This is an optimization exercise on Yosys and OpenROAD, whose aim is small area, not a production implementation. Function was checked by simulation only, so behaviour that the tests miss may differ from the original. No driver is modelled on the clock port, so clocking that relies on it looks cheaper here than on a real chip. Power figures rest on the tool's default switching activity, not on a simulated workload.

--- design.v ---
package tft_pkg;
	typedef struct packed {
		logic [4:0] red;
		logic [5:0] green;
		logic [4:0] blue;
	} rgb565_t;
	typedef struct packed {
		logic [7:0] red;
		logic [7:0] green;
		logic [7:0] blue;
	} rgb888_t;
	typedef struct packed {
		logic pixel_stb;
		logic hblank;
		logic vblank;
	} tft_sync_t;
	typedef struct packed {
		rgb888_t rgb;
		logic    de;
	} tft_pixel_t;
	typedef struct packed {
		logic        req;
		logic [23:0] addr;
	} mem_req_t;
endpackage
`timescale 1ns/1ps
module tft_timing (
	input  logic               clk,
	input  logic               n_reset,
	output tft_pkg::tft_sync_t sync,
	output logic               flush,
	output logic               first,
	output logic               near_stb
);
logic [10:0] cnt;
logic [10:0] nxt;
logic [11:0] cy;      
logic [2:0]  div;
logic [2:0]  line;
assign div  = cnt[2:0];
assign line = cnt[10:8];
always_comb begin
	cy[0] = 1'b1;
	for (int i = 0; i < 11; i++) begin
		nxt[i]    = cnt[i] ^ cy[i];
		cy[i + 1] = cnt[i] & cy[i];
	end
end
always_ff @(posedge clk, negedge n_reset) begin
	if (!n_reset)
		cnt <= '0;
	else
		cnt <= {nxt[10:7], nxt[6:5] | {2{~nxt[7]}}, nxt[4:0]};
end
assign sync     = {div == 3'd0 & (cnt[7] | cnt[6]), ~cnt[7], ~line[2] & ~line[1]};
assign flush    = line == 3'd0;
assign first    = div == 3'd1;
assign near_stb = div == 3'd0 | div[2] & (div[1] | div[0]);
endmodule
`timescale 1ns/1ps
module tft_fetch (
	input  logic                clk,
	input  logic                n_reset,
	input  tft_pkg::tft_sync_t  sync,
	input  logic                flush,
	input  logic                first,
	input  logic                near_stb,
	output tft_pkg::mem_req_t   mem,
	input  logic                rdy,
	input  logic                ifrdy,
	input  tft_pkg::rgb565_t    data,
	output tft_pkg::tft_pixel_t pixel,
	output logic                underrun
);
logic        req;
logic        accept;
logic        keep;
logic        pop;
logic        avail;
logic        shift;
logic        pending;  
logic [2:0]  beat;     
logic [6:0]  kept;     
logic [2:0]  rp;       
logic [2:0]  rp_inc;
logic [6:0]  kept_inc;
logic [7:0]  kc;
logic        show;     
logic        de;
logic [15:0] store [4];
logic [15:0] shown;
function automatic logic [2:0] step3(input logic [2:0] v, input logic en);
	step3 = {v[2] ^ (v[1] & v[0] & en), v[1] ^ (v[0] & en), v[0] ^ en};
endfunction
always_comb begin
	kc[0] = keep;
	for (int i = 0; i < 7; i++) begin
		kept_inc[i] = kept[i] ^ kc[i];
		kc[i + 1]   = kept[i] & kc[i];
	end
end
assign rp_inc = rp + 1'b1;
assign accept = req & rdy;
assign keep   = ifrdy & ~beat[2] & ~(beat[1] & beat[0]) & ~flush;
assign pop    = sync.pixel_stb & ~sync.hblank & ~sync.vblank;
assign avail  = (kept[2:0] != rp) | keep;
assign shift  = pop & avail;
assign req = ~flush & ~pending &
	(kept[2:0] == rp | kept[2:0] == rp_inc & (~show | near_stb));
always_ff @(posedge clk, negedge n_reset) begin
	if (!n_reset)
		beat <= '0;
	else
		beat <= step3(beat, ifrdy);
end
always_ff @(posedge clk, negedge n_reset) begin
	if (!n_reset) begin
		de   <= 1'b0;
		show <= 1'b0;
	end else begin
		de <= ~sync.hblank & ~sync.vblank;
		if (sync.pixel_stb)
			show <= shift;
	end
end
always_ff @(posedge clk) begin
	if (flush) begin
		pending <= 1'b0;
		kept    <= '0;
		rp      <= '0;
	end else begin
		if (accept)
			pending <= 1'b1;
		else if (keep & beat[1])
			pending <= 1'b0;
		kept <= kept_inc;
		rp   <= step3(rp, shift);
	end
end
always_ff @(posedge clk) begin
	if (keep)
		store[kept[1:0]] <= data;
end
always_comb begin
	shown = '0;
	for (int i = 0; i < 4; i++)
		if (show && rp[1:0] == 2'(i + 1))
			shown = shown | store[i];
end
assign mem      = {req, 4'hf, 13'd0, kept};
assign pixel    = {shown[15:11], 3'b000, shown[10:5], 2'b00, shown[4:0], 3'b000, de};
assign underrun = de & ~show & first;
endmodule
`timescale 1ns/1ps
module tft_top (
	input  logic                clk,
	input  logic                n_reset,
	output tft_pkg::mem_req_t   mem,
	input  logic                rdy,
	input  logic                ifrdy,
	input  tft_pkg::rgb565_t    data,
	output tft_pkg::tft_pixel_t pixel,
	output tft_pkg::tft_sync_t  sync,
	output logic                underrun
);
logic flush;
logic first;
logic near_stb;
tft_timing timing_i (
	.clk      (clk),
	.n_reset  (n_reset),
	.sync     (sync),
	.flush    (flush),
	.first    (first),
	.near_stb (near_stb)
);
tft_fetch fetch_i (
	.clk      (clk),
	.n_reset  (n_reset),
	.sync     (sync),
	.flush    (flush),
	.first    (first),
	.near_stb (near_stb),
	.mem      (mem),
	.rdy      (rdy),
	.ifrdy    (ifrdy),
	.data     (data),
	.pixel    (pixel),
	.underrun (underrun)
);
endmodule
--- flow/run.sh ---
#!/bin/bash
# Standard ORFS layout with three changes: ports are buffered with buf_1,
# constants come from one tie cell per value, and CTS adds no dummy loads.
set -euo pipefail
export BUFFER_PORTS_ARGS="-buffer_cell sky130_fd_sc_hd__buf_1"
export SKIP_REPAIR_TIE_FANOUT=1
export CTS_ARGS="-sink_clustering_enable -repair_clock_nets -dont_use_dummy_load"
bash standard.sh synth > synth.log 2>&1
bash standard.sh "POST_CTS_TCL=$PWD/flow/post_cts.tcl" "BUFFER_PORTS_ARGS=$BUFFER_PORTS_ARGS" "SKIP_REPAIR_TIE_FANOUT=$SKIP_REPAIR_TIE_FANOUT" "CTS_ARGS=$CTS_ARGS" finish > layout.log 2>&1
--- flow/post_cts.tcl ---
# Clock leaf buffers that drive few flip-flops get the next smaller clock buffer.
set small_leaf_max 10
set block [ord::get_db_block]
foreach inst [$block getInsts] {
  if {[[$inst getMaster] getName] ne "sky130_fd_sc_hd__clkbuf_8"} { continue }
  set net [[$inst findITerm X] getNet]
  if {$net eq "NULL"} { continue }
  set loads 0
  set leaf 1
  foreach it [$net getITerms] {
    if {[$it isOutputSignal]} { continue }
    incr loads
    if {[string match "*clkbuf*" [[[$it getInst] getMaster] getName]]} { set leaf 0 }
  }
  if {$leaf && $loads <= $small_leaf_max} {
    puts "post_cts: [$inst getName] drives $loads sinks, now clkbuf_4"
    replace_cell [$inst getName] sky130_fd_sc_hd__clkbuf_4
  }
}
estimate_parasitics -placement
report_check_types -max_slew -violators
--- standard.sh ---
#!/bin/bash
# synth_recipe.tcl (not shown) runs the flow's synth.tcl, then flattens the netlist and writes it again
# the make line also repeats each setting of config.mk as NAME=value (left out here)
make -C /OpenROAD-flow-scripts/flow DESIGN_CONFIG=/design/flow/config.mk WORK_HOME=/design/flow/orfs CLKGATE_MAP_FILE= SYNTH_SCRIPT=/design/flow/synth_recipe.tcl "${@:-finish}"
--- config.mk ---
export PLATFORM = sky130hd
export DESIGN_NAME = tft_top
export DESIGN_NICKNAME = tft_top
export VERILOG_FILES = /design/flow/design.v
export SDC_FILE = /design/flow/constraint.sdc
export NUM_CORES = 4
export LEC_CHECK = 0
export CAP_MARGIN = 20
export CORE_MARGIN = 2
export CORE_UTILIZATION = 40
export SLEW_MARGIN = 20
--- constraint.sdc ---
create_clock -name core_clock -period 10.0 [get_ports {clk}]
set_input_delay 2.0000 -clock core_clock [delete_from_list [all_inputs] [get_ports {clk}]]
set_output_delay 2.0000 -clock core_clock [all_outputs]
set_load 0.01 [all_outputs]
==> reports/metrics.cfg, run 1 <==
[routing]
via_per_inst = 5.08
dr.first_iter.drc_count = 110
num_vias = 2011
dr.pass1.iters = 4
drc_errors = 0
post_drt_wl_per_cell_um = 16.4
detail-route-antenna-nets = 0
routed_wl_mm = 6.49

[floorplan]
core.rowCount = 35
die_w_um = 101
start_util_pct = 41.2
dieArea_sq_um = 10300
coreArea_sq_um = 9200
ios = 74
die_h_um = 101

[synth]
synth_area_leaders = edfxtp_1 (51%), dfrtp_1 (11%), ha_1 (7.9%)
syn_avg_cell_area_sq_um = 14.5
synth-edff-count = 64
synthSimpleGateAreaFrac_pct = 4.49
synth_top_family_by_area = compound AO/OA/AOI/OAI gates
synthMuxAreaShare_pct = 0.264
synth_cells = 262
async_flop_share_pct = 17.6
synth_compound_area_share_pct = 10.2
synth_xor_area_share_pct = 2.31
synth_top_area_cell = edfxtp_1
syn-num-nets = 306
synth_most_common_cell = edfxtp_1
synth_top_area_share_pct = 50.8
ys_types = 33
synth-seq-cells = 91
synth_adder_area_share_pct = 7.93
ys_warn_count = 2
synthTopCellsByCount = edfxtp_1 (64), a22oi_1 (32), buf_4 (27), ha_1 (24), a21oi_1 (18)
ys.flop_type = edfxtp_1
netlist_area_sq_um = 3790
ys_seq_area_share_pct = 67.2

[pwr]
static-leakage-power_nw = 1.49
p_per_area_nw_per_um2 = 151
ir_drop_mv = 0.0598

[timing]
min_period_ns = 4.17
finClkSkew_ns = 0.0357
slew-limit-headroom_pct = 41.7
worst_pin_slew_ns = 0.874
setup_slack_ns = 5.83
fin_crit_sh_pct = 41.7
rsz0062_at_grt = no
slew_violations = 0
hold_viol = 0
tns_ns = 0
fmax_mhz = 240
setup_violations = 0
holdWs_ns = 0.479

[final_layout]
drive_above_1_share_pct = 5.61
area_growth_pct = 5.25
nets = 331
fillers = 840
finalInstanceArea_sq_um = 3990
final_cells = 396
diodes = 0

[placement]
place_inst = 387
io_buffers = 48
place_area_sq_um = 3890
pre_cts_ws_ns = 6.13
hpwl_mm = 4.05
finalWeightedCongestion = 0.685

[global_routing]
grt_pass1_wl_mm = 10.3
top_usage_layer = met2
grt_overflow = 0
grt_max_degree = 22
grt_pass1_vias = 1998
use_met1_pct = 18.3
grt_use_total_pct = 13.6
met3_usage_pct = 3.04
use_met2_pct = 21.3
antenna_found_initial = 0

[cts]
clock-sinks = 91
clk_pin_slew_ns = 0.11
clock_latency_ns = 0.35
cts_tree = built

[critical_path]
worstPathMaxFanout = 18
worstSetupPathType = reg2out
end_kind = primary output
critPathArrivalTime_ns = 2.17
startpoint_type = flip-flop
crit_required_ns = 8.00

[hold_path]
min_path_type = reg2reg

[run]
max-cap-violations = 0

[outcome]
outcome = complete, no violations

[metrics by stage]
stage	power (mW)	util (%)
global route	0.628	43.3
global placement	0.445	42.3
finish	0.602	43.3
detailed placement	0.446	42.3
floorplan	0.445	-
[layout by cell type (no fill, tap or decap), types with 3 or more instances in the layout]
| master | synthesis | layout |
|---|---|---|
| edfxtp_1 | 64 | 64 |
| buf_1 | 0 | 48 |
| a22oi_1 | 32 | 32 |
| ha_1 | 24 | 24 |
| a21oi_1 | 18 | 18 |
| dfrtp_1 | 16 | 16 |
| dfxtp_1 | 11 | 11 |
| inv_1 | 8 | 8 |
| nand2_1 | 7 | 7 |
| and2_1 | 7 | 7 |
| xor2_1 | 6 | 6 |
| nor2_1 | 5 | 5 |
| clkbuf_8 | 0 | 5 |
| xnor2_1 | 4 | 4 |
| clkbuf_4 | 0 | 4 |
| buf_4 | 27 | 3 |
[layout make-up]
class / count / area (sq um) / share of cell area (%)
clock buffers: 9 / 98.8 / 2.48
repair buffers: 51 / 203 / 5.09
well taps: 111 / 139 / 3.49
flip-flops and latches: 91 / 2540 / 63.8
inverters: 9 / 33.8 / 0.848
multi-input cells: 125 / 968 / 24.3
[registers in the layout, indices dropped and copies added, names as in the netlist]
name,flops
fetch_i.store,64
timing_i.cnt,11
fetch_i.kept,7
fetch_i.beat,3
fetch_i.rp,3
fetch_i.de,1
fetch_i.pending,1
fetch_i.show,1
[cells by family after synthesis]
family                   count (synthesis)
buffers and inverters                   46
flip-flops                              91
multiplexers                             1
AO/OA/AOI/OAI                           57
AND/OR/NAND/NOR                         31
adder cells (fa/ha/maj)                 24
other                                    2
XOR/XNOR                                10
[routing by layer]
| layer | vias up | part of all wire, % |
|---|---|---|
| li1 | 978 | - |
| met1 | 975 | 46 |
| met2 | 49 | 48 |
| met3 | 9 | 4.3 |
| met4 | 0 | 1.7 |
| met5 | - | 0 |
[worst paths after layout]
check                                                   from                      endpoint  slack, ns  cells past startpoint
worst max-delay path                fetch_i.rp[1]$_SDFF_PP0_                      pixel[6]       5.83                      4
worst min-delay path            fetch_i.pending$_SDFFE_PP0P_  fetch_i.pending$_SDFFE_PP0P_       0.48                      1
worst max register to register     timing_i.cnt[9]$_DFF_PN0_    fetch_i.kept[6]$_SDFF_PP0_       7.28                     11
worst min register to register  fetch_i.pending$_SDFFE_PP0P_  fetch_i.pending$_SDFFE_PP0P_       0.48                      1
max in group asynchronous                            n_reset     timing_i.cnt[1]$_DFF_PN0_       7.72                      1
min in group asynchronous                            n_reset     fetch_i.beat[0]$_DFF_PN0_       1.73                      1
[where the power goes]
part / internal [mW] / total (mW) / switching, mW
Clock: 0.0638 / 0.164 / 0.101
Combinational: 0.00840 / 0.0220 / 0.0136
Sequential: 0.409 / 0.416 / 0.00651
Total: 0.482 / 0.602 / 0.121
[critical path, cell delays in order (launching register included)]
cell and delay (ns):
dfxtp_1 0.44, ha_1 0.74, a22oi_1 0.20, a21oi_1 0.26, buf_1 0.19
==> run 2: changes to the inputs <==
--- a/flow/post_cts.tcl
+++ b/flow/post_cts.tcl
@@ -1,3 +1,3 @@
 # Clock leaf buffers that drive few flip-flops get the next smaller clock buffer.
-set small_leaf_max 10
+set small_leaf_max 12
 set block [ord::get_db_block]
==> run 2 against run 1 <==
Still clean on timing, DRC and antenna. Global-route usage unchanged. Utilization decreased by 0.14 points. Maximum frequency about the same. First-iteration DRC count decreased by 3.6%. Synthesized cell count unchanged. Setup slack improved by 0.0036 ns. Clock skew decreased by 0.014 ns. Worst hold slack about the same. Critical path depth unchanged. Highest routed layer unchanged.
==> reports/metrics.cfg, run 2 <==
[outcome]
outcome = complete, no violations  ; unchanged

[hold_path]
hp-start = fetch_i.pending$_SDFFE_PP0P_  ; unchanged
min_path_type = reg2reg  ; unchanged

[placement]
place_area_sq_um = 3890  ; unchanged
finalWeightedCongestion = 0.685  ; unchanged
io_buffers = 48  ; unchanged
hpwl_mm = 4.05  ; unchanged

[global_routing]
met3_usage_pct = 3.04  ; unchanged
grt_use_total_pct = 13.6  ; unchanged
grt_pass1_vias = 2000  ; was 1998
grt_max_degree = 22  ; unchanged
antenna_found_initial = 0  ; unchanged
grt_pass1_wl_mm = 10.3  ; about the same
use_met2_pct = 21.3  ; unchanged
grt_overflow = 0  ; unchanged
use_met1_pct = 18.3  ; unchanged
top_usage_layer = met2  ; unchanged

[critical_path]
crit_required_ns = 8.00  ; about the same
rr_startpoint = timing_i.cnt[9]$_DFF_PN0_  ; unchanged
reg2reg_slack_ns = 7.28  ; about the same
worst-path-buf-inv = 1  ; unchanged
cp_top_family = adder cells  ; unchanged
cp_slowest_cell = ha_1  ; unchanged
worstPathMaxFanout = 18  ; unchanged
crit_chain = ha_1 > a22oi_1 > a21oi_1 > buf_1  ; unchanged
critPathArrivalTime_ns = 2.17  ; about the same
worstSetupPathType = reg2out  ; unchanged
cp-startpoint = fetch_i.rp[1]$_SDFF_PP0_  ; unchanged
startpoint_type = flip-flop  ; unchanged
crit_path_max_incr_delay_ns = 0.75  ; was 0.74 ns
end_kind = primary output  ; unchanged

[routing]
dr.pass1.iters = 4  ; unchanged
num_vias = 2016  ; was 2011
detail-route-antenna-nets = 0  ; unchanged
post_drt_wl_per_cell_um = 16.5  ; was 16.4 um
drc_errors = 0  ; unchanged
dr.first_iter.drc_count = 106  ; was 110
routed_wl_mm = 6.52  ; was 6.49 mm
via_per_inst = 5.09  ; was 5.08

[synth]
ys_types = 33  ; unchanged
synth_top_area_share_pct = 50.8  ; unchanged
ys.flop_type = edfxtp_1  ; unchanged
netlist_area_sq_um = 3790  ; unchanged
async_flop_share_pct = 17.6  ; unchanged
ys_seq_area_share_pct = 67.2  ; unchanged
synth-edff-count = 64  ; unchanged
synth-seq-cells = 91  ; unchanged
ys_warn_count = 2  ; unchanged
syn-num-nets = 306  ; unchanged
syn_avg_cell_area_sq_um = 14.5  ; unchanged
synthTopCellsByCount = edfxtp_1 (64), a22oi_1 (32), buf_4 (27), ha_1 (24), a21oi_1 (18)  ; unchanged
synth_area_leaders = edfxtp_1 (51%), dfrtp_1 (11%), ha_1 (7.9%)  ; unchanged
synth_most_common_cell = edfxtp_1  ; unchanged
synth_top_area_cell = edfxtp_1  ; unchanged
synth_cells = 262  ; unchanged

[floorplan]
die_w_um = 101  ; unchanged
ios = 74  ; unchanged
start_util_pct = 41.2  ; unchanged
core.rowCount = 35  ; unchanged
coreArea_sq_um = 9200  ; unchanged
die_h_um = 101  ; unchanged
dieArea_sq_um = 10300  ; unchanged

[pwr]
static-leakage-power_nw = 1.49  ; about the same
finalPower_uw = 593  ; was 602 uW
p_per_area_nw_per_um2 = 149  ; was 151 nW/um^2
ir_drop_mv = 0.0597  ; was 0.0598 mV

[timing]
fin_crit_sh_pct = 41.7  ; about the same
min_period_ns = 4.17  ; about the same
rsz0062_at_grt = no  ; unchanged
slew_violations = 0  ; unchanged
slew-limit-headroom_pct = 41.7  ; unchanged
worst_pin_slew_ns = 0.874  ; unchanged
finClkSkew_ns = 0.0217  ; was 0.0357 ns
hold_viol = 0  ; unchanged
setup_violations = 0  ; unchanged
fmax_mhz = 240  ; about the same
holdWs_ns = 0.479  ; about the same
tns_ns = 0  ; unchanged

[run]
max-cap-violations = 0  ; unchanged

[cts]
clock_latency_ns = 0.34  ; was 0.35 ns
clk_pin_slew_ns = 0.11  ; about the same
clock-sinks = 91  ; unchanged
cts_tree = built  ; unchanged

[final_layout]
diodes = 0  ; unchanged
finalInstanceArea_sq_um = 3970  ; was 3990 sq um
largest_register_ffs = 64  ; unchanged
layout_common_cells = edfxtp_1 (64), buf_1 (48), a22oi_1 (32), ha_1 (24), a21oi_1 (18)  ; unchanged
drive_above_1_share_pct = 5.61  ; unchanged
final_common_cell = edfxtp_1  ; unchanged
area_growth_pct = 4.92  ; was 5.25%
nets = 331  ; unchanged

==> run 2: worst paths after layout <==
| kind | cells past startpoint | to |
|---|---|---|
| worst max-delay path | 4 | pixel[6] |
| worst min-delay path | 1 | fetch_i.pending$_SDFFE_PP0P_ |
| max in group asynchronous | 1 | timing_i.cnt[1]$_DFF_PN0_ |
| worst min register to register | 1 | fetch_i.pending$_SDFFE_PP0P_ |
| worst max register to register | 11 | fetch_i.kept[6]$_SDFF_PP0_ |
| min in group asynchronous | 1 | fetch_i.beat[0]$_DFF_PN0_ |
==> run 2: through the flow <==
stage,cells,setup WS (ns),util (%)
floorplan,262,6.32,-
global placement,387,6.18,42.3
detailed placement,387,6.13,42.3
global route,396,5.66,43.2
finish,396,5.83,43.2
==> run 2: cell families after synthesis <==
group           count (synthesis)  synth area share [%]
mux                             1                 0.264
buf+inv                        46                  7.40
fa+ha+maj                      24                  7.93
xor+xnor                       10                  2.31
simple gates                   31                  4.49
compound gates                 57                  10.2
flops                          91                  67.2
other cells                     2                 0.198
==> run 2: area by class of cell <==
| type | count | area (sq um) |
|---|---|---|
| clock buffer | 9 | 86.3 |
| fill | 844 | 5220 |
| multi-input combinational | 125 | 968 |
| timing repair buffer | 51 | 203 |
| sequential | 91 | 2540 |
| tap | 111 | 139 |
| inverter | 9 | 33.8 |
==> run 2: per-layer routing <==
metal	wire [um]	part of all wire (%)
met2	3110	48
met5	0	0
met4	111	1.7
met3	278	4.3
met1	3020	46
==> run 2: power by group <==
group / internal (mW) / switching [mW] / leakage [nW]
Sequential: 0.409 / 0.00651 / 0.866
Combinational: 0.00840 / 0.0137 / 0.575
Clock: 0.0554 / 0.100 / 0.0492
==> run 3: changes to the inputs <==
--- a/flow/post_cts.tcl
+++ b/flow/post_cts.tcl
@@ -1,3 +1,3 @@
 # Clock leaf buffers that drive few flip-flops get the next smaller clock buffer.
-set small_leaf_max 12
+set small_leaf_max 10
 set block [ord::get_db_block]
@@ -14,3 +14,6 @@
   }
-  if {$leaf && $loads <= $small_leaf_max} {
+  if {!$leaf} {
+    puts "post_cts: [$inst getName] drives $loads buffers, now clkbuf_4"
+    replace_cell [$inst getName] sky130_fd_sc_hd__clkbuf_4
+  } elseif {$loads <= $small_leaf_max} {
     puts "post_cts: [$inst getName] drives $loads sinks, now clkbuf_4"
==> run 3 against run 2 <==
Still clean on timing, DRC and antenna. Critical path depth stayed put. Clock power is 3% higher. Clock skew is 0.015 ns higher. Via count is 0.74% higher. First-iteration DRC count is 6.6% higher. Clock-buffer cell count stayed put. Non-clock buffer count stayed put. Critical path type unchanged. Highest routed layer unchanged.
==> reports/metrics.cfg, run 3 <==
[final_layout]
layout_common_cells = edfxtp_1 (64), buf_1 (48), a22oi_1 (32), ha_1 (24), a21oi_1 (18)  ; unchanged
final_util_pct = 43.3  ; was 43.2%
drive_above_1_share_pct = 5.61  ; unchanged
largest_register_ffs = 64  ; unchanged
area_growth_pct = 5.09  ; was 4.92%
final_common_cell = edfxtp_1  ; unchanged
nets = 331  ; unchanged
diodes = 0  ; unchanged

[floorplan]
die_w_um = 101  ; unchanged
coreArea_sq_um = 9200  ; unchanged
start_util_pct = 41.2  ; unchanged
core.rowCount = 35  ; unchanged
die_h_um = 101  ; unchanged
ios = 74  ; unchanged
dieArea_sq_um = 10300  ; unchanged

[routing]
via_per_inst = 5.13  ; was 5.09
dr.pass1.iters = 4  ; unchanged
post_drt_wl_per_cell_um = 16.4  ; was 16.5 um
num_vias = 2031  ; was 2016
drc_errors = 0  ; unchanged
routed_wl_mm = 6.50  ; was 6.52 mm
dr.first_iter.drc_count = 113  ; was 106
detail-route-antenna-nets = 0  ; unchanged

[placement]
io_buffers = 48  ; unchanged
finalWeightedCongestion = 0.685  ; unchanged
hpwl_mm = 4.05  ; unchanged

[hold_path]
hold_path_depth = 1  ; unchanged
min_path_type = reg2reg  ; unchanged

[global_routing]
use_met2_pct = 21.3  ; unchanged
use_met1_pct = 18.3  ; unchanged
top_usage_layer = met2  ; unchanged
antenna_found_initial = 0  ; unchanged
grt_overflow = 0  ; unchanged
grt_use_total_pct = 13.6  ; unchanged
grt_pass1_vias = 2001  ; was 2000
met3_usage_pct = 3.04  ; unchanged
grt_pass1_wl_mm = 10.3  ; about the same
grt_max_degree = 22  ; unchanged

[critical_path]
crit_chain = ha_1 > a22oi_1 > a21oi_1 > buf_1  ; unchanged
crit_required_ns = 8.00  ; about the same
crit_cells = 4  ; unchanged
worstPathMaxFanout = 18  ; unchanged
cp_slowest_cell = ha_1  ; unchanged
crit_path_max_incr_delay_ns = 0.74  ; was 0.75 ns
cp_top_family = adder cells  ; unchanged
reg2regPathDepth = 11  ; unchanged
critPathArrivalTime_ns = 2.24  ; was 2.17 ns
worstSetupPathType = reg2out  ; unchanged
worst-path-buf-inv = 1  ; unchanged
end_kind = primary output  ; unchanged
startpoint_type = flip-flop  ; unchanged

[timing]
hold_viol = 0  ; unchanged
tns_ns = 0  ; unchanged
finClkSkew_ns = 0.0367  ; was 0.0217 ns
slew-limit-headroom_pct = 41.8  ; was 41.7%
worst_pin_slew_ns = 0.872  ; was 0.874 ns
fin_crit_sh_pct = 42.4  ; was 41.7%
min_period_ns = 4.24  ; was 4.17 ns
fmax_mhz = 236  ; was 240 MHz
slew_violations = 0  ; unchanged
setup_violations = 0  ; unchanged
rsz0062_at_grt = no  ; unchanged

[synth]
synth_top_family_by_area = compound AO/OA/AOI/OAI gates  ; unchanged
synth_area_leaders = edfxtp_1 (51%), dfrtp_1 (11%), ha_1 (7.9%)  ; unchanged
synthMuxAreaShare_pct = 0.264  ; unchanged
ys_warn_count = 2  ; unchanged
ys_types = 33  ; unchanged
ys_seq_area_share_pct = 67.2  ; unchanged
synth_adder_area_share_pct = 7.93  ; unchanged
netlist_area_sq_um = 3790  ; unchanged
synth_top_area_cell = edfxtp_1  ; unchanged
synth-seq-cells = 91  ; unchanged
async_flop_share_pct = 17.6  ; unchanged
synth_cells = 262  ; unchanged
synth-edff-count = 64  ; unchanged
syn_avg_cell_area_sq_um = 14.5  ; unchanged
synthSimpleGateAreaFrac_pct = 4.49  ; unchanged
synth_xor_area_share_pct = 2.31  ; unchanged
synth_most_common_cell = edfxtp_1  ; unchanged
ys.flop_type = edfxtp_1  ; unchanged
synthTopCellsByCount = edfxtp_1 (64), a22oi_1 (32), buf_4 (27), ha_1 (24), a21oi_1 (18)  ; unchanged
syn-num-nets = 306  ; unchanged
synth_compound_area_share_pct = 10.2  ; unchanged
synth_top_area_share_pct = 50.8  ; unchanged

[pwr]
static-leakage-power_nw = 1.49  ; about the same
ir_drop_mv = 0.0597  ; about the same
p_per_area_nw_per_um2 = 150  ; was 149 nW/um^2
p_sw_share_pct = 20.2  ; was 20.3%
switching_power_uw = 121  ; was 120 uW
combPwrFrac_pct = 3.7  ; about the same
power.internal_uw = 477  ; was 473 uW
pwr-share-clk_pct = 26.7  ; was 26.2%
finalPower_uw = 598  ; was 593 uW
seqPwrFrac_pct = 69.6  ; was 70.1%

[cts]
clock_latency_ns = 0.41  ; was 0.34 ns
cts_tree = built  ; unchanged
clk_pin_slew_ns = 0.11  ; about the same
clock-sinks = 91  ; unchanged

[outcome]
outcome = complete, no violations  ; unchanged

[run]
max-cap-violations = 0  ; unchanged

==> run 3: cell counts after synthesis <==
Identical to the previous run, type by type.
==> run 3: power groups by stage <==
stage | clock network (mW) | logic, mW | registers [mW]
global placement | 0 | 0.0209 | 0.424
detailed placement | 0 | 0.0220 | 0.424
global route | 0.180 | 0.0256 | 0.418
finish | 0.160 | 0.0220 | 0.416
floorplan | 0 | 0.0215 | 0.423
==> run 3: per-stage QoR <==
stage / cells / hold slack, ns / area, sq um / worst slack, ns
3_5_place_dp: 387 / 0.461 / 3890 / 6.13
3_3_place_gp: 387 / 0.453 / 3890 / 6.18
5_1_grt: 396 / 0.497 / 3980 / 5.58
6_report: 396 / 0.479 / 3980 / 5.76
2_1_floorplan: 262 / 0.435 / 3790 / 6.32
==> run 3: routing by layer <==
metal  vias to the layer above  wire [um]
li1                        979          -
met1                       987       2980
met2                        59       3100
met3                         6        329
met4                         0         95
met5                         -          0
==> run 3: final cells by class <==
type / instances / area (sq um)
Fill cell: 841 / 5220
Sequential cell: 91 / 2540
Multi-Input combinational cell: 125 / 968
Tap cell: 111 / 139
Inverter: 9 / 33.8
Timing Repair Buffer: 51 / 203
Clock buffer: 9 / 92.6
==> run 3: kinds of logic after synthesis <==
family	Yosys count
other	2
and+or+nand+nor	31
adders and majority gates	24
xor gates and xnor gates	10
DFF	91
AOI/OAI and AO/OA	57
buffers and inverters	46
muxes	1
==> run 3: final timing paths <==
kind                                                 to                    startpoint  slack [ns]
min                        fetch_i.pending$_SDFFE_PP0P_  fetch_i.pending$_SDFFE_PP0P_        0.48
min in group asynchronous     fetch_i.beat[0]$_DFF_PN0_                       n_reset        1.66
max reg2reg                  fetch_i.kept[6]$_SDFF_PP0_     timing_i.cnt[9]$_DFF_PN0_        7.28
max in group asynchronous     timing_i.cnt[1]$_DFF_PN0_                       n_reset        7.79
min reg2reg                fetch_i.pending$_SDFFE_PP0P_  fetch_i.pending$_SDFFE_PP0P_        0.48
max                                            pixel[6]      fetch_i.rp[1]$_SDFF_PP0_        5.76
==> run 4: changes to the inputs <==
==> flow/post_cts.tcl (replaced) <==
# Downsize clock buffers where the flip-flop clock pins keep a slew below
# slew_limit (in the library's time unit, ns) by the placement estimate.
set slew_limit 0.125
set sizes {sky130_fd_sc_hd__clkbuf_2 sky130_fd_sc_hd__clkbuf_4}
set block [ord::get_db_block]

proc clock_sink_slew {} {
  set worst 0.0
  foreach pin [get_pins -hierarchical */CLK] {
    set s [get_property $pin slew_max]
    if {$s > $worst} { set worst $s }
  }
  return $worst
}

estimate_parasitics -placement
set bufs {}
foreach inst [$block getInsts] {
  if {[[$inst getMaster] getName] eq "sky130_fd_sc_hd__clkbuf_8"} {
    set net [[$inst findITerm X] getNet]
    if {$net ne "NULL" && [$net getSigType] eq "CLOCK"} { lappend bufs [$inst getName] }
  }
}
puts "post_cts: clock buffers $bufs, worst sink slew [clock_sink_slew]"
foreach name $bufs {
  set kept sky130_fd_sc_hd__clkbuf_8
  foreach size $sizes {
    replace_cell $name $size
    estimate_parasitics -placement
    set w [clock_sink_slew]
    if {$w <= $slew_limit} {
      set kept $size
      break
    }
  }
  if {$kept eq "sky130_fd_sc_hd__clkbuf_8"} { replace_cell $name $kept; estimate_parasitics -placement }
  puts "post_cts: $name -> $kept (worst sink slew [clock_sink_slew])"
}
==> run 4 against run 3 <==
Sequential share of layout area rose by 0.24 points. Largest power group unchanged. Largest cell class unchanged. Critical path type unchanged. First-iteration DRC count rose by 4.4%. Setup slack got worse by 0.065 ns.
==> reports/metrics.cfg, run 4 <==
[timing]
rsz0062_at_grt = no  ; unchanged
fin_crit_sh_pct = 43.0  ; was 42.4%
hold_viol = 0  ; unchanged
min_period_ns = 4.30  ; was 4.24 ns
tns_ns = 0  ; unchanged
fmax_mhz = 232  ; was 236 MHz
worst_pin_slew_ns = 0.872  ; unchanged
finClkSkew_ns = 0.0236  ; was 0.0367 ns
slew_violations = 0  ; unchanged
slew-limit-headroom_pct = 41.8  ; unchanged
setup_violations = 0  ; unchanged

[floorplan]
die_h_um = 101  ; unchanged
core.rowCount = 35  ; unchanged
die_w_um = 101  ; unchanged
dieArea_sq_um = 10300  ; unchanged
ios = 74  ; unchanged
start_util_pct = 41.2  ; unchanged
coreArea_sq_um = 9200  ; unchanged

[placement]
place_inst = 387  ; unchanged
io_buffers = 48  ; unchanged
finalWeightedCongestion = 0.685  ; unchanged
place_area_sq_um = 3890  ; unchanged
hpwl_mm = 4.05  ; unchanged

[critical_path]
reg2reg_slack_ns = 7.28  ; about the same
cp-startpoint = fetch_i.rp[1]$_SDFF_PP0_  ; unchanged
reg2regPathDepth = 11  ; unchanged
end_kind = primary output  ; unchanged
worstSetupPathType = reg2out  ; unchanged
rr_startpoint = timing_i.cnt[9]$_DFF_PN0_  ; unchanged
reg2reg_to = fetch_i.kept[6]$_SDFF_PP0_  ; unchanged
critPathArrivalTime_ns = 2.30  ; was 2.24 ns
startpoint_type = flip-flop  ; unchanged
crit_required_ns = 8.00  ; about the same
worstPathMaxFanout = 18  ; unchanged
crit_end = pixel[6]  ; unchanged

[routing]
drc_errors = 0  ; unchanged
dr.first_iter.drc_count = 118  ; was 113
post_drt_wl_per_cell_um = 16.5  ; was 16.4 um
detail-route-antenna-nets = 0  ; unchanged
via_per_inst = 5.14  ; was 5.13
dr.pass1.iters = 4  ; unchanged
num_vias = 2037  ; was 2031
routed_wl_mm = 6.53  ; was 6.50 mm

[run]
max-cap-violations = 0  ; unchanged

[synth]
synth_cells = 262  ; unchanged
synth_most_common_cell = edfxtp_1  ; unchanged
async_flop_share_pct = 17.6  ; unchanged
ys_types = 33  ; unchanged
netlist_area_sq_um = 3790  ; unchanged
synth_area_leaders = edfxtp_1 (51%), dfrtp_1 (11%), ha_1 (7.9%)  ; unchanged
synth_top_area_share_pct = 50.8  ; unchanged
syn_avg_cell_area_sq_um = 14.5  ; unchanged
synth-edff-count = 64  ; unchanged
synth-seq-cells = 91  ; unchanged
ys.flop_type = edfxtp_1  ; unchanged
ys_warn_count = 2  ; unchanged
ys_seq_area_share_pct = 67.2  ; unchanged
synth_top_area_cell = edfxtp_1  ; unchanged
syn-num-nets = 306  ; unchanged
synthTopCellsByCount = edfxtp_1 (64), a22oi_1 (32), buf_4 (27), ha_1 (24), a21oi_1 (18)  ; unchanged

[cts]
cts_tree = built  ; unchanged
clk_pin_slew_ns = 0.11  ; about the same
clock-sinks = 91  ; unchanged
clock_latency_ns = 0.47  ; was 0.41 ns

[global_routing]
grt_max_degree = 22  ; unchanged
antenna_found_initial = 0  ; unchanged
grt_overflow = 0  ; unchanged
grt_use_total_pct = 13.6  ; unchanged
grt_pass1_vias = 2003  ; was 2001
grt_pass1_wl_mm = 10.3  ; about the same

[final_layout]
final_common_cell = edfxtp_1  ; unchanged
drive_above_1_share_pct = 5.61  ; unchanged
seq_area_sq_um = 2540  ; unchanged
final_cells = 396  ; unchanged
area_growth_pct = 4.69  ; was 5.09%
layout_common_cells = edfxtp_1 (64), buf_1 (48), a22oi_1 (32), ha_1 (24), a21oi_1 (18)  ; unchanged
finalInstanceArea_sq_um = 3960  ; was 3980 sq um
largest_register_ffs = 64  ; unchanged
fillers = 844  ; was 841
final_util_pct = 43.1  ; was 43.3%
nets = 331  ; unchanged
diodes = 0  ; unchanged
multi_input_area_sq_um = 968  ; unchanged

[pwr]
p_per_area_nw_per_um2 = 148  ; was 150 nW/um^2
pwr-share-clk_pct = 25.3  ; was 26.7%
seqPwrFrac_pct = 70.9  ; was 69.6%
static-leakage-power_nw = 1.49  ; about the same
ir_drop_mv = 0.0593  ; was 0.0597 mV
p_sw_share_pct = 20.6  ; was 20.2%
power.internal_uw = 466  ; was 477 uW
switching_power_uw = 121  ; about the same
finalPower_uw = 586  ; was 598 uW
combPwrFrac_pct = 3.8  ; was 3.7%

[hold_path]
min_path_type = reg2reg  ; unchanged

[outcome]
outcome = complete, no violations  ; unchanged

## run 4: kinds of logic after synthesis
group           Yosys count  share of synthesized area, %
buf+inv                  46                          7.40
fa+ha+maj                24                          7.93
xor+xnor                 10                          2.31
flops                    91                          67.2
mux                       1                         0.264
other cells               2                         0.198
simple gates             31                          4.49
compound gates           57                          10.2
## run 4: layout make-up
type | count | share of cell area (%)
timing repair buffer | 51 | 5.11
tap | 111 | 3.50
multi-input combinational | 125 | 24.4
clock buffer | 9 | 1.96
sequential | 91 | 64.1
inverter | 9 | 0.852
## run 4: how the worst min path moves through the flow
stage / start / endpoint / slack [ns] / cells after the start
6_report: fetch_i.pending$_SDFFE_PP0P_ / fetch_i.pending$_SDFFE_PP0P_ / 0.48 / 1
5_1_grt: timing_i.cnt[3]$_DFF_PN0_ / timing_i.cnt[3]$_DFF_PN0_ / 0.50 / 1
3_5_place_dp: timing_i.cnt[4]$_DFF_PN0_ / timing_i.cnt[4]$_DFF_PN0_ / 0.46 / 1
3_3_place_gp: fetch_i.pending$_SDFFE_PP0P_ / fetch_i.pending$_SDFFE_PP0P_ / 0.45 / 1
2_1_floorplan: fetch_i.pending$_SDFFE_PP0P_ / fetch_i.pending$_SDFFE_PP0P_ / 0.44 / 1
## run 4: metal layers
layer,up-vias,GRT usage (%),part of all wire [%]
met4,0,5.61,1.5
met2,53,21.3,48
li1,981,-,-
met1,997,18.3,46
met3,6,3.04,4.6
met5,-,0,0
## run 4: critical path, cell delays in order, from the launching register on
cell,delay (ns)
dfxtp_1,0.44
ha_1,0.74
a22oi_1,0.20
a21oi_1,0.26
buf_1,0.19
## run 4: power by group through the flow
stage	registers (mW)	clock network [mW]	logic (mW)
global placement	0.424	0	0.0209
detailed placement	0.424	0	0.0220
global route	0.418	0.167	0.0256
floorplan	0.423	0	0.0215
finish	0.416	0.148	0.0220
## run 4: metrics by stage
stage / hold slack (ns) / setup slack [ns]
6_report: 0.479 / 5.70
5_1_grt: 0.497 / 5.51
3_5_place_dp: 0.461 / 6.13
3_3_place_gp: 0.453 / 6.18
2_1_floorplan: 0.435 / 6.32
==> run 5: changes to the inputs <==
--- a/flow/run.sh
+++ b/flow/run.sh
@@ -8,2 +8,2 @@
 bash standard.sh synth > synth.log 2>&1
-bash standard.sh "POST_CTS_TCL=$PWD/flow/post_cts.tcl" "BUFFER_PORTS_ARGS=$BUFFER_PORTS_ARGS" "SKIP_REPAIR_TIE_FANOUT=$SKIP_REPAIR_TIE_FANOUT" "CTS_ARGS=$CTS_ARGS" finish > layout.log 2>&1
+bash standard.sh "POST_CTS_TCL=$PWD/flow/post_cts.tcl" "BUFFER_PORTS_ARGS=$BUFFER_PORTS_ARGS" "SKIP_REPAIR_TIE_FANOUT=$SKIP_REPAIR_TIE_FANOUT" "CTS_ARGS=$CTS_ARGS" RECOVER_POWER=100 finish > layout.log 2>&1
==> run 5 against run 4 <==
Highest routed layer unchanged. Power about the same. Largest cell class unchanged. Combinational power about the same. Cell area decreased by 0.57%. First-iteration DRC count decreased by 5.1%. Routed wire length decreased by 1.1%. Clock skew increased by 0.00051 ns. Via count decreased by 1.4%. Sequential power about the same. Setup slack improved by 0.026 ns. Critical endpoint unchanged. Sequential cell count unchanged. Largest power group unchanged. Critical path type unchanged.
==> reports/metrics.cfg, run 5 <==
[outcome]
outcome = complete, no violations  ; unchanged

[timing]
rsz0062_at_grt = no  ; unchanged
worst_pin_slew_ns = 1.03  ; was 0.872 ns
fin_crit_sh_pct = 42.8  ; was 43.0%
slew-limit-headroom_pct = 31.1  ; was 41.8%
fmax_mhz = 234  ; was 232 MHz
setup_violations = 0  ; unchanged
tns_ns = 0  ; unchanged
finClkSkew_ns = 0.0242  ; was 0.0236 ns
min_period_ns = 4.28  ; was 4.30 ns
slew_violations = 0  ; unchanged
hold_viol = 0  ; unchanged

[synth]
synthMuxAreaShare_pct = 0.264  ; unchanged
synth-edff-count = 64  ; unchanged
async_flop_share_pct = 17.6  ; unchanged
synth_cells = 262  ; unchanged
synth_most_common_cell = edfxtp_1  ; unchanged
synth-seq-cells = 91  ; unchanged
ys.flop_type = edfxtp_1  ; unchanged
ys_seq_area_share_pct = 67.2  ; unchanged
synth_area_leaders = edfxtp_1 (51%), dfrtp_1 (11%), ha_1 (7.9%)  ; unchanged
synthSimpleGateAreaFrac_pct = 4.49  ; unchanged
syn_avg_cell_area_sq_um = 14.5  ; unchanged
netlist_area_sq_um = 3790  ; unchanged
synth_top_area_share_pct = 50.8  ; unchanged
synth_compound_area_share_pct = 10.2  ; unchanged
syn-num-nets = 306  ; unchanged
synth_xor_area_share_pct = 2.31  ; unchanged
synth_top_area_cell = edfxtp_1  ; unchanged
ys_warn_count = 2  ; unchanged
synth_adder_area_share_pct = 7.93  ; unchanged
ys_types = 33  ; unchanged
synth_top_family_by_area = compound AO/OA/AOI/OAI gates  ; unchanged
synthTopCellsByCount = edfxtp_1 (64), a22oi_1 (32), buf_4 (27), ha_1 (24), a21oi_1 (18)  ; unchanged

[cts]
clock-sinks = 91  ; unchanged
clk_pin_slew_ns = 0.11  ; about the same
clock_latency_ns = 0.47  ; about the same
cts_tree = built  ; unchanged

[run]
max-cap-violations = 0  ; unchanged

[global_routing]
grt_pass1_wl_mm = 10.3  ; unchanged
grt_pass1_vias = 2003  ; unchanged
grt_overflow = 0  ; unchanged
antenna_found_initial = 0  ; unchanged
grt_use_total_pct = 13.6  ; unchanged
grt_max_degree = 22  ; unchanged

[final_layout]
area_growth_pct = 4.10  ; was 4.69%
nets = 331  ; unchanged
finalInstanceArea_sq_um = 3940  ; was 3960 sq um
largest_register_ffs = 64  ; unchanged
diodes = 0  ; unchanged
final_common_cell = edfxtp_1  ; unchanged
layout_common_cells = edfxtp_1 (64), buf_1 (47), a22oi_1 (32), ha_1 (24), a21oi_1 (18)  ; was edfxtp_1 (64), buf_1 (48), a22oi_1 (32), ha_1 (24), a21oi_1 (18)
final_util_pct = 42.9  ; was 43.1%
drive_above_1_share_pct = 3.51  ; was 5.61%
fillers = 849  ; was 844

[floorplan]
die_h_um = 101  ; unchanged
die_w_um = 101  ; unchanged
coreArea_sq_um = 9200  ; unchanged
core.rowCount = 35  ; unchanged
dieArea_sq_um = 10300  ; unchanged
ios = 74  ; unchanged
start_util_pct = 41.2  ; unchanged

[hold_path]
hold_path_depth = 1  ; unchanged
min_path_type = reg2reg  ; unchanged

[critical_path]
end_kind = primary output  ; unchanged
worstSetupPathType = reg2out  ; unchanged
reg2regPathDepth = 11  ; unchanged
cp_top_family = adder cells  ; unchanged
worst-path-buf-inv = 1  ; unchanged
crit_chain = ha_1 > a22oi_1 > a21oi_1 > buf_1  ; unchanged
reg2reg_slack_ns = 7.28  ; about the same
crit_path_max_incr_delay_ns = 0.73  ; was 0.74 ns
startpoint_type = flip-flop  ; unchanged
cp_slowest_cell = ha_1  ; unchanged
critPathArrivalTime_ns = 2.28  ; was 2.30 ns
worstPathMaxFanout = 18  ; unchanged
crit_cells = 4  ; unchanged
crit_required_ns = 8.00  ; about the same

[routing]
drc_errors = 0  ; unchanged
via_per_inst = 5.07  ; was 5.14
routed_wl_mm = 6.46  ; was 6.53 mm
num_vias = 2009  ; was 2037
post_drt_wl_per_cell_um = 16.3  ; was 16.5 um
dr.pass1.iters = 4  ; unchanged
detail-route-antenna-nets = 0  ; unchanged
dr.first_iter.drc_count = 112  ; was 118

[placement]
io_buffers = 48  ; unchanged
finalWeightedCongestion = 0.685  ; unchanged
place_area_sq_um = 3890  ; unchanged
hpwl_mm = 4.05  ; unchanged

[pwr]
p_per_area_nw_per_um2 = 149  ; was 148 nW/um^2
static-leakage-power_nw = 1.47  ; was 1.49 nW
ir_drop_mv = 0.0602  ; was 0.0593 mV

-- run 5: metrics by stage --
stage | cells | hold slack, ns | power (mW) | worst slack, ns
3_5_place_dp | 387 | 0.461 | 0.446 | 6.13
2_1_floorplan | 262 | 0.435 | 0.445 | 6.32
5_1_grt | 396 | 0.497 | 0.610 | 5.51
6_report | 396 | 0.479 | 0.586 | 5.72
3_3_place_gp | 387 | 0.453 | 0.445 | 6.18
-- run 5: worst paths after layout --
path,from,to
max reg2reg,timing_i.cnt[9]$_DFF_PN0_,fetch_i.kept[6]$_SDFF_PP0_
max in group asynchronous,n_reset,timing_i.cnt[1]$_DFF_PN0_
min in group asynchronous,n_reset,fetch_i.beat[1]$_DFF_PN0_
min,fetch_i.pending$_SDFFE_PP0P_,fetch_i.pending$_SDFFE_PP0P_
min reg2reg,fetch_i.pending$_SDFFE_PP0P_,fetch_i.pending$_SDFFE_PP0P_
max,fetch_i.rp[1]$_SDFF_PP0_,pixel[6]
-- run 5: power by group --
| group | switching [mW] | total [mW] | internal (mW) |
|---|---|---|---|
| sequential | 0.00647 | 0.416 | 0.409 |
| clock | 0.101 | 0.149 | 0.0479 |
| combinational | 0.0134 | 0.0218 | 0.00833 |
-- run 5: per-layer routing --
layer / vias to the layer above / global-route usage (%) / part of all wire, %
li1: 980 / - / -
met1: 973 / 18.3 / 46
met2: 50 / 21.3 / 48
met3: 6 / 3.04 / 4.5
met4: 0 / 5.61 / 1.5
met5: - / 0 / 0
-- run 5: cell families after synthesis --
kind of cell    Yosys count
compound gates           57
xor+xnor                 10
fa+ha+maj                24
buf+inv                  46
flops                    91
mux                       1
other cells               2
simple gates             31
-- run 5: area by class of cell --
class / count / area (sq um) / share of cell area, %
clock buffer: 9 / 77.6 / 1.97
inverter: 9 / 33.8 / 0.857
multi-input combinational: 125 / 957 / 24.3
sequential: 91 / 2540 / 64.5
tap: 111 / 139 / 3.52
timing repair buffer: 51 / 191 / 4.86
-- run 5: worst reg2reg max path: stages, from the launching register on --
cell and delay, ns:
dfrtp_1 0.43, or3_1 0.55, nand4b_1 0.23, inv_1 0.10, ha_1 0.19, ha_1 0.18
ha_1 0.18, ha_1 0.18, ha_1 0.18, ha_1 0.19, xnor2_1 0.15, nor2_1 0.05
==> run 6: changes to the inputs <==
==> flow/run.sh (replaced) <==
#!/bin/bash
# Standard ORFS layout with these changes: ports are buffered with buf_1,
# constants come from one tie cell per value, CTS adds no dummy loads and a
# post-CTS step (post_cts.tcl) downsizes clock buffers while the flip-flop
# clock slew stays low, and power recovery downsizes non-critical gates.
set -euo pipefail
export BUFFER_PORTS_ARGS="-buffer_cell sky130_fd_sc_hd__buf_1"
export SKIP_REPAIR_TIE_FANOUT=1
export CTS_ARGS="-sink_clustering_enable -repair_clock_nets -dont_use_dummy_load"
export POST_CTS_TCL="$PWD/flow/post_cts.tcl"
bash standard.sh synth > synth.log 2>&1
bash standard.sh "BUFFER_PORTS_ARGS=$BUFFER_PORTS_ARGS" \
	"SKIP_REPAIR_TIE_FANOUT=$SKIP_REPAIR_TIE_FANOUT" \
	"CTS_ARGS=$CTS_ARGS" \
	"POST_CTS_TCL=$POST_CTS_TCL" \
	RECOVER_POWER=100 \
	finish > layout.log 2>&1
--- a/flow/post_cts.tcl
+++ b/flow/post_cts.tcl
@@ -2,3 +2,3 @@
 # slew_limit (in the library's time unit, ns) by the placement estimate.
-set slew_limit 0.125
+set slew_limit 0.120
 set sizes {sky130_fd_sc_hd__clkbuf_2 sky130_fd_sc_hd__clkbuf_4}
--- a/config.mk
+++ b/config.mk
@@ -9,3 +9,3 @@
 export CORE_MARGIN = 2
-export CORE_UTILIZATION = 40
+export CORE_UTILIZATION = 55
 export SLEW_MARGIN = 20
==> run 6 against run 5 <==
Worst hold slack worse by 0.0073 ns. First-iteration DRC count up 17%. Sequential share of layout area up 0.35 points. Register-to-register slack worse by 0.05 ns. Clock-buffer cell count unchanged. Critical path depth unchanged. Die area down 26%. Routed wire length down 1.3%. Setup slack better by 0.022 ns. Critical endpoint is now pixel[7]. Largest cell class unchanged.
==> reports/metrics.cfg, run 6 <==
[floorplan]
coreArea_sq_um = 6720  ; was 9200 sq um
dieArea_sq_um = 7560  ; was 10300 sq um
ios = 74  ; unchanged
core.rowCount = 30  ; was 35
die_w_um = 87.0  ; was 101 um
die_h_um = 87.0  ; was 101 um
start_util_pct = 56.4  ; was 41.2%

[synth]
netlist_area_sq_um = 3790  ; unchanged
synth_top_area_cell = edfxtp_1  ; unchanged
ys_seq_area_share_pct = 67.2  ; unchanged
synth_area_leaders = edfxtp_1 (51%), dfrtp_1 (11%), ha_1 (7.9%)  ; unchanged
ys_warn_count = 2  ; unchanged
synth_top_area_share_pct = 50.8  ; unchanged
ys_types = 33  ; unchanged
synth-seq-cells = 91  ; unchanged
async_flop_share_pct = 17.6  ; unchanged
synth_cells = 262  ; unchanged
syn-num-nets = 306  ; unchanged
synth-edff-count = 64  ; unchanged
syn_avg_cell_area_sq_um = 14.5  ; unchanged
ys.flop_type = edfxtp_1  ; unchanged
synth_most_common_cell = edfxtp_1  ; unchanged
synthTopCellsByCount = edfxtp_1 (64), a22oi_1 (32), buf_4 (27), ha_1 (24), a21oi_1 (18)  ; unchanged

[final_layout]
area_growth_pct = 3.54  ; was 4.10%
drive_above_1_share_pct = 3.86  ; was 3.51%
finalInstanceArea_sq_um = 3920  ; was 3940 sq um
final_common_cell = edfxtp_1  ; unchanged
diodes = 0  ; unchanged
layout_common_cells = edfxtp_1 (64), buf_1 (47), a22oi_1 (32), ha_1 (24), a21oi_1 (18)  ; unchanged
largest_register_ffs = 64  ; unchanged
nets = 331  ; unchanged

[routing]
via_per_inst = 5.50  ; was 5.07
dr.first_iter.drc_count = 131  ; was 112
met1Wirelength_mm = 2.98  ; about the same
dr.pass1.iters = 4  ; unchanged
detail-route-antenna-nets = 0  ; unchanged
post_drt_wl_per_cell_um = 17.5  ; was 16.3 um
num_vias = 2008  ; was 2009
dr.max_layer_used = met4  ; unchanged
routed-wl-met2_mm = 3.05  ; was 3.09 mm
met3WireLength_um = 232  ; was 289 um
drc_errors = 0  ; unchanged
routed_wl_mm = 6.37  ; was 6.46 mm

[timing]
fin_crit_sh_pct = 42.6  ; was 42.8%
tns_ns = 0  ; unchanged
setup_violations = 0  ; unchanged
setup_slack_ns = 5.74  ; was 5.72 ns
slew_violations = 0  ; unchanged
rsz0062_at_grt = no  ; unchanged
hold_viol = 0  ; unchanged
slew-limit-headroom_pct = 29.2  ; was 31.1%
min_period_ns = 4.26  ; was 4.28 ns
holdWs_ns = 0.472  ; was 0.479 ns
fmax_mhz = 235  ; was 234 MHz
finClkSkew_ns = 0.0310  ; was 0.0242 ns
worst_pin_slew_ns = 1.06  ; was 1.03 ns

[critical_path]
startpoint_type = flip-flop  ; unchanged
cp_slowest_cell = ha_1  ; unchanged
crit_chain = ha_1 > a22oi_1 > a21oi_1 > buf_1  ; unchanged
worstPathMaxFanout = 18  ; unchanged
end_kind = primary output  ; unchanged
critPathArrivalTime_ns = 2.26  ; was 2.28 ns
crit_path_max_incr_delay_ns = 0.67  ; was 0.73 ns
reg2reg_slack_ns = 7.23  ; was 7.28 ns
crit_required_ns = 8.00  ; about the same
worstSetupPathType = reg2out  ; unchanged

[cts]
clk_pin_slew_ns = 0.10  ; was 0.11 ns
cts_tree = built  ; unchanged
clock_latency_ns = 0.51  ; was 0.47 ns
clock-sinks = 91  ; unchanged

[placement]
hpwl_mm = 4.06  ; was 4.05 mm
pre_cts_ws_ns = 6.15  ; was 6.13 ns
place_area_sq_um = 3850  ; was 3890 sq um
io_buffers = 48  ; unchanged
finalWeightedCongestion = 0.702  ; was 0.685

[pwr]
p_per_area_nw_per_um2 = 153  ; was 149 nW/um^2
ir_drop_mv = 0.108  ; was 0.0602 mV
static-leakage-power_nw = 1.48  ; was 1.47 nW

[run]
max-cap-violations = 0  ; unchanged

[outcome]
outcome = complete, no violations  ; unchanged

[global_routing]
antenna_found_initial = 0  ; unchanged
grt_overflow = 0  ; unchanged
grt_pass1_vias = 1953  ; was 2003
grt_pass1_wl_mm = 10.0  ; was 10.3 mm
grt_use_total_pct = 18.0  ; was 13.6%
grt_max_degree = 22  ; unchanged

[hold_path]
min_path_type = reg2reg  ; unchanged

## run 6: cell types whose count changed in the layout (fill, tap and decap cells not counted)
cell	before	now
and2_0	1	4
and2_1	6	3
clkbuf_4	6	4
clkbuf_8	2	4
nor3_1	3	2
nor3_2	1	2
## run 6: kinds of logic after synthesis
logic type	count (synthesis)	synth area share, %
xor+xnor	10	2.31
buf+inv	46	7.40
compound gates	57	10.2
mux	1	0.264
simple gates	31	4.49
fa+ha+maj	24	7.93
flops	91	67.2
other cells	2	0.198
## run 6: final cells by class
class | count | area, sq um
clock buffer | 9 | 90.1
multi-input combinational | 125 | 962
inverter | 9 | 33.8
timing repair buffer | 51 | 191
tap | 80 | 100
sequential | 91 | 2540
fill | 569 | 2800
## run 6: final timing paths
check / startpoint / to / depth (start not counted)
setup / recovery: fetch_i.rp[0]$_SDFF_PP0_ / pixel[7] / 4
hold / removal: timing_i.cnt[4]$_DFF_PN0_ / timing_i.cnt[4]$_DFF_PN0_ / 1
setup reg to reg: timing_i.cnt[9]$_DFF_PN0_ / fetch_i.kept[6]$_SDFF_PP0_ / 11
hold reg to reg: timing_i.cnt[4]$_DFF_PN0_ / timing_i.cnt[4]$_DFF_PN0_ / 1
max in group asynchronous: n_reset / timing_i.cnt[3]$_DFF_PN0_ / 1
min in group asynchronous: n_reset / timing_i.cnt[9]$_DFF_PN0_ / 1
## run 6: per-layer routing
layer,GRT usage [%],vias up
met3,3.79,8
met5,0,-
met1,24.6,974
met2,28.5,41
met4,6.82,0
li1,-,985
## run 6: where the power goes
| group | total, mW | switching, mW | internal [mW] |
|---|---|---|---|
| registers | 0.416 | 0.00681 | 0.409 |
| clock network | 0.161 | 0.105 | 0.0561 |
| logic | 0.0215 | 0.0132 | 0.00827 |
| total | 0.599 | 0.125 | 0.474 |
## run 6: worst max-delay path, delay by kind of cell, from the launching register on
| kind | cells | cell delay (ns) |
|---|---|---|
| fa+ha+maj | 1 | 0.67 |
| compound gates | 2 | 0.46 |
| flops | 1 | 0.43 |
| buf+inv | 1 | 0.19 |
## run 6: stage by stage
step           instances  power, mW  util, %
6_report             365      0.599     58.3
3_3_place_gp         356      0.446     57.3
2_1_floorplan        262      0.445        -
5_1_grt              365      0.625     58.3
3_5_place_dp         356      0.447     57.3
==> run 7: changes to the inputs <==
--- a/config.mk
+++ b/config.mk
@@ -9,3 +9,3 @@
 export CORE_MARGIN = 2
-export CORE_UTILIZATION = 55
+export CORE_UTILIZATION = 70
 export SLEW_MARGIN = 20
==> run 7 against run 6 <==
Routed wire length is 2.4% lower. Via count is 2.0% higher. Register-to-register slack gained 0.02 ns. Sequential power barely moved. Critical path type unchanged. Largest cell class unchanged. Largest power group unchanged.
==> reports/metrics.cfg, run 7 <==
[placement]
io_buffers = 48  ; unchanged
finalWeightedCongestion = 0.742  ; was 0.702
place_inst = 346  ; was 356
hpwl_mm = 3.97  ; was 4.06 mm

[pwr]
static-leakage-power_nw = 1.47  ; was 1.48 nW
p_per_area_nw_per_um2 = 151  ; was 153 nW/um^2
ir_drop_mv = 0.126  ; was 0.108 mV

[routing]
drc_errors = 0  ; unchanged
dr.pass1.iters = 4  ; unchanged
routed-wl-met2_mm = 3.07  ; was 3.05 mm
post_drt_wl_per_cell_um = 17.5  ; about the same
met1Wirelength_mm = 2.79  ; was 2.98 mm
detail-route-antenna-nets = 0  ; unchanged
routed_wl_mm = 6.22  ; was 6.37 mm
dr.max_layer_used = met4  ; unchanged
via_per_inst = 5.77  ; was 5.50
dr.first_iter.drc_count = 153  ; was 131
num_vias = 2049  ; was 2008
met3WireLength_um = 299  ; was 232 um

[critical_path]
worstSetupPathType = reg2out  ; unchanged
rr_startpoint = timing_i.cnt[9]$_DFF_PN0_  ; unchanged
startpoint_type = flip-flop  ; unchanged
end_kind = primary output  ; unchanged
reg2reg_slack_ns = 7.25  ; was 7.23 ns
cp-startpoint = fetch_i.rp[1]$_SDFF_PP0_  ; was fetch_i.rp[0]$_SDFF_PP0_
reg2reg_to = fetch_i.kept[6]$_SDFF_PP0_  ; unchanged
worstPathMaxFanout = 18  ; unchanged
critPathArrivalTime_ns = 2.25  ; was 2.26 ns
crit_required_ns = 8.00  ; about the same
reg2regPathDepth = 11  ; unchanged

[synth]
synth_area_leaders = edfxtp_1 (51%), dfrtp_1 (11%), ha_1 (7.9%)  ; unchanged
netlist_area_sq_um = 3790  ; unchanged
ys.flop_type = edfxtp_1  ; unchanged
async_flop_share_pct = 17.6  ; unchanged
ys_types = 33  ; unchanged
synth_most_common_cell = edfxtp_1  ; unchanged
synth-edff-count = 64  ; unchanged
synth-seq-cells = 91  ; unchanged
syn-num-nets = 306  ; unchanged
synth_top_area_cell = edfxtp_1  ; unchanged
synth_cells = 262  ; unchanged
ys_seq_area_share_pct = 67.2  ; unchanged
ys_warn_count = 2  ; unchanged
syn_avg_cell_area_sq_um = 14.5  ; unchanged
synthTopCellsByCount = edfxtp_1 (64), a22oi_1 (32), buf_4 (27), ha_1 (24), a21oi_1 (18)  ; unchanged
synth_top_area_share_pct = 50.8  ; unchanged

[floorplan]
start_util_pct = 73.2  ; was 56.4%
ios = 74  ; unchanged
die_w_um = 77.5  ; was 87.0 um
core.rowCount = 26  ; was 30
coreArea_sq_um = 5170  ; was 6720 sq um
dieArea_sq_um = 6010  ; was 7560 sq um
die_h_um = 77.5  ; was 87.0 um

[hold_path]
min_to = fetch_i.pending$_SDFFE_PP0P_  ; was timing_i.cnt[4]$_DFF_PN0_
hp-start = fetch_i.pending$_SDFFE_PP0P_  ; was timing_i.cnt[4]$_DFF_PN0_
min_path_type = reg2reg  ; unchanged
hold_path_depth = 1  ; unchanged

[timing]
worst_pin_slew_ns = 1.04  ; was 1.06 ns
fmax_mhz = 235  ; about the same
rsz0062_at_grt = no  ; unchanged
slew_violations = 0  ; unchanged
tns_ns = 0  ; unchanged
slew-limit-headroom_pct = 30.4  ; was 29.2%
hold_viol = 0  ; unchanged
setup_violations = 0  ; unchanged
finClkSkew_ns = 0.0334  ; was 0.0310 ns
min_period_ns = 4.25  ; was 4.26 ns
fin_crit_sh_pct = 42.5  ; was 42.6%

[final_layout]
seq_area_sq_um = 2540  ; unchanged
largest_register_ffs = 64  ; unchanged
multi_input_area_sq_um = 962  ; unchanged
layout_common_cells = edfxtp_1 (64), buf_1 (47), a22oi_1 (32), ha_1 (24), a21oi_1 (18)  ; unchanged
final_common_cell = edfxtp_1  ; unchanged
diodes = 0  ; unchanged
drive_above_1_share_pct = 3.86  ; unchanged
nets = 331  ; unchanged
area_growth_pct = 2.88  ; was 3.54%
final_cells = 355  ; was 365
fillers = 342  ; was 569

[global_routing]
grt_pass1_vias = 1976  ; was 1953
grt_overflow = 0  ; unchanged
grt_pass1_wl_mm = 9.70  ; was 10.0 mm
antenna_found_initial = 0  ; unchanged
grt_use_total_pct = 21.5  ; was 18.0%
grt_max_degree = 22  ; unchanged

[cts]
clock_latency_ns = 0.49  ; was 0.51 ns
cts_tree = built  ; unchanged
clock-sinks = 91  ; unchanged
clk_pin_slew_ns = 0.10  ; about the same

[run]
max-cap-violations = 0  ; unchanged

[outcome]
outcome = complete, no violations  ; unchanged

## run 7: layout make-up
class / instances / share of cell area, %
sequential: 91 / 65.3
inverter: 9 / 0.867
multi-input combinational: 125 / 24.7
clock buffer: 9 / 1.99
timing repair buffer: 51 / 4.91
tap: 70 / 2.25
## run 7: power by group
part / switching [mW] / leakage (nW) / internal [mW]
combinational: 0.0137 / 0.560 / 0.00828
sequential: 0.00739 / 0.866 / 0.409
clock: 0.100 / 0.0461 / 0.0478
total: 0.122 / 1.47 / 0.465
## run 7: worst max-delay path, stage by stage, from the launching register on
cell and delay, ns:
dfxtp_1 0.44, ha_1 0.69, xnor2_1 0.19, a31oi_1 0.12
nor3_1 0.15, buf_1 0.17
## run 7: cells by family after synthesis
kind of cell	Yosys count	synth area share, %
DFF	91	67.2
xor gates and xnor gates	10	2.31
buffers and inverters	46	7.40
muxes	1	0.264
AOI/OAI and AO/OA	57	10.2
other	2	0.198
and+or+nand+nor	31	4.49
adders and majority gates	24	7.93
## run 7: worst max path at each step
| stage | to | cells after the start |
|---|---|---|
| 5_1_grt | mem[24] | 5 |
| 6_report | mem[24] | 5 |
| 3_5_place_dp | fetch_i.kept[6]$_SDFF_PP0_ | 11 |
| 2_1_floorplan | fetch_i.store[0][0]$_DFFE_PP_ | 2 |
| 3_3_place_gp | fetch_i.kept[6]$_SDFF_PP0_ | 11 |
## run 7: stage by stage
stage | util [%] | power (mW) | cell area [sq um] | hold WS, ns | setup WS, ns
after floorplan | - | 0.445 | 3790 | 0.435 | 6.32
after global placement | 74.1 | 0.445 | 3830 | 0.452 | 6.21
after detailed placement | 74.1 | 0.447 | 3830 | 0.452 | 6.13
after global routing | 75.3 | 0.605 | 3890 | 0.498 | 5.58
final | 75.3 | 0.587 | 3890 | 0.468 | 5.75
## run 7: per-layer routing
layer	track usage, %	vias up
li1	-	983
met1	29.9	996
met2	34.5	63
met3	3.72	7
met4	8.39	0
met5	0	-
==> run 8: changes to the inputs <==
--- a/config.mk
+++ b/config.mk
@@ -9,3 +9,3 @@
 export CORE_MARGIN = 2
-export CORE_UTILIZATION = 70
+export CORE_UTILIZATION = 40
 export SLEW_MARGIN = 20
==> run 8 against run 7 <==
Die area up 71%. Worst hold slack improved by 0.0059 ns. Cell count rose by 12%. Power grew 0.80%. Area after synthesis stayed put. Still clean on timing, DRC and antenna. Clock skew up 0.0099 ns. Highest routed layer unchanged. Maximum frequency decreased by 2.0%. Register-to-register slack about the same. Critical endpoint is now pixel[6]. Combinational power is essentially flat. Setup slack worse by 0.087 ns.
==> reports/metrics.cfg, run 8 <==
[synth]
ys_warn_count = 2  ; unchanged
synthTopCellsByCount = edfxtp_1 (64), a22oi_1 (32), buf_4 (27), ha_1 (24), a21oi_1 (18)  ; unchanged
synth-seq-cells = 91  ; unchanged
async_flop_share_pct = 17.6  ; unchanged
netlist_area_sq_um = 3790  ; unchanged
synth_top_area_share_pct = 50.8  ; unchanged
syn-num-nets = 306  ; unchanged
ys_types = 33  ; unchanged
ys.flop_type = edfxtp_1  ; unchanged
synth_cells = 262  ; unchanged
synth_area_leaders = edfxtp_1 (51%), dfrtp_1 (11%), ha_1 (7.9%)  ; unchanged
synth_most_common_cell = edfxtp_1  ; unchanged
syn_avg_cell_area_sq_um = 14.5  ; unchanged

[global_routing]
antenna_found_initial = 0  ; unchanged
grt_pass1_vias = 1995  ; was 1976
grt_overflow = 0  ; unchanged

[final_layout]
area_growth_pct = 4.26  ; was 2.88%
layout_common_cells = edfxtp_1 (64), buf_1 (47), a22oi_1 (32), ha_1 (24), a21oi_1 (18)  ; unchanged
final_common_cell = edfxtp_1  ; unchanged
nets = 331  ; unchanged
largest_register_ffs = 64  ; unchanged

[placement]
io_buffers = 48  ; unchanged
place_area_sq_um = 3890  ; was 3830 sq um
finalWeightedCongestion = 0.685  ; was 0.742

[floorplan]
coreArea_sq_um = 9200  ; was 5170 sq um
start_util_pct = 41.2  ; was 73.2%
ios = 74  ; unchanged
die_w_um = 101  ; was 77.5 um

[timing]
finClkSkew_ns = 0.0433  ; was 0.0334 ns
tns_ns = 0  ; unchanged
setup_violations = 0  ; unchanged
hold_viol = 0  ; unchanged
fin_crit_sh_pct = 43.4  ; was 42.5%
rsz0062_at_grt = no  ; unchanged

[routing]
dr.pass1.iters = 4  ; unchanged
num_vias = 2021  ; was 2049
routed_wl_mm = 6.52  ; was 6.22 mm
dr.first_iter.drc_count = 107  ; was 153
detail-route-antenna-nets = 0  ; unchanged
post_drt_wl_per_cell_um = 16.5  ; was 17.5 um

[pwr]
ir_drop_mv = 0.0600  ; was 0.126 mV
p_per_area_nw_per_um2 = 150  ; was 151 nW/um^2

[cts]
cts_tree = built  ; unchanged
clock_latency_ns = 0.50  ; was 0.49 ns

[critical_path]
crit_chain = ha_1 > a22oi_1 > a21oi_1 > buf_1  ; was ha_1 > xnor2_1 > a31oi_1 > nor3_1 > buf_1
crit_path_max_incr_delay_ns = 0.73  ; was 0.69 ns
worst-path-buf-inv = 1  ; unchanged
critPathArrivalTime_ns = 2.34  ; was 2.25 ns

[outcome]
outcome = complete, no violations  ; unchanged

==> run 8: cell families (layout without fill, tap and decap cells) <==
family          count (synthesis)  count (layout)  share of synthesized area, %
xor+xnor                       10              10                          2.31
simple gates                   31              31                          4.49
other cells                     2               2                         0.198
compound gates                 57              57                          10.2
fa+ha+maj                      24              24                          7.93
buf+inv                        46              69                          7.40
flops                          91              91                          67.2
mux                             1               1                         0.264
==> run 8: path summary, 6_finish.rpt <==
path | startpoint | endpoint | slack [ns] | depth (start not counted)
setup / recovery | fetch_i.rp[1]$_SDFF_PP0_ | pixel[6] | 5.66 | 4
hold / removal | fetch_i.pending$_SDFFE_PP0P_ | fetch_i.pending$_SDFFE_PP0P_ | 0.47 | 1
setup reg to reg | timing_i.cnt[9]$_DFF_PN0_ | fetch_i.kept[6]$_SDFF_PP0_ | 7.24 | 11
hold reg to reg | fetch_i.pending$_SDFFE_PP0P_ | fetch_i.pending$_SDFFE_PP0P_ | 0.47 | 1
max in group asynchronous | n_reset | fetch_i.show$_DFFE_PN0N_ | 7.86 | 1
min in group asynchronous | n_reset | timing_i.cnt[8]$_DFF_PN0_ | 1.58 | 1
==> run 8: final cells by class <==
type | instances | area, sq um
Fill cell | 847 | 5250
Clock buffer | 9 | 83.8
Inverter | 9 | 33.8
Timing Repair Buffer | 51 | 191
Multi-Input combinational cell | 125 | 957
Sequential cell | 91 | 2540
Tap cell | 111 | 139
==> run 8: power breakdown <==
part	switching [mW]	internal [mW]	leakage [nW]
Sequential	0.00648	0.409	0.866
Combinational	0.0135	0.00833	0.556
Clock	0.102	0.0519	0.0487
==> run 8: stage by stage <==
step | cells | util [%] | worst slack, ns | hold WS [ns] | total power, mW
global placement | 387 | 42.3 | 6.18 | 0.453 | 0.445
global route | 396 | 42.9 | 5.50 | 0.497 | 0.615
finish | 396 | 42.9 | 5.66 | 0.474 | 0.592
detailed placement | 387 | 42.3 | 6.13 | 0.461 | 0.446
floorplan | 262 | - | 6.32 | 0.435 | 0.445
==> run 8: routing by layer <==
| metal | vias up | part of all wire [%] | track usage (%) |
|---|---|---|---|
| met5 | - | 0 | 0 |
| met4 | 0 | 2.0 | 5.61 |
| met3 | 10 | 4.4 | 3.04 |
| met2 | 54 | 47 | 21.3 |
| met1 | 977 | 46 | 18.3 |
| li1 | 980 | - | - |
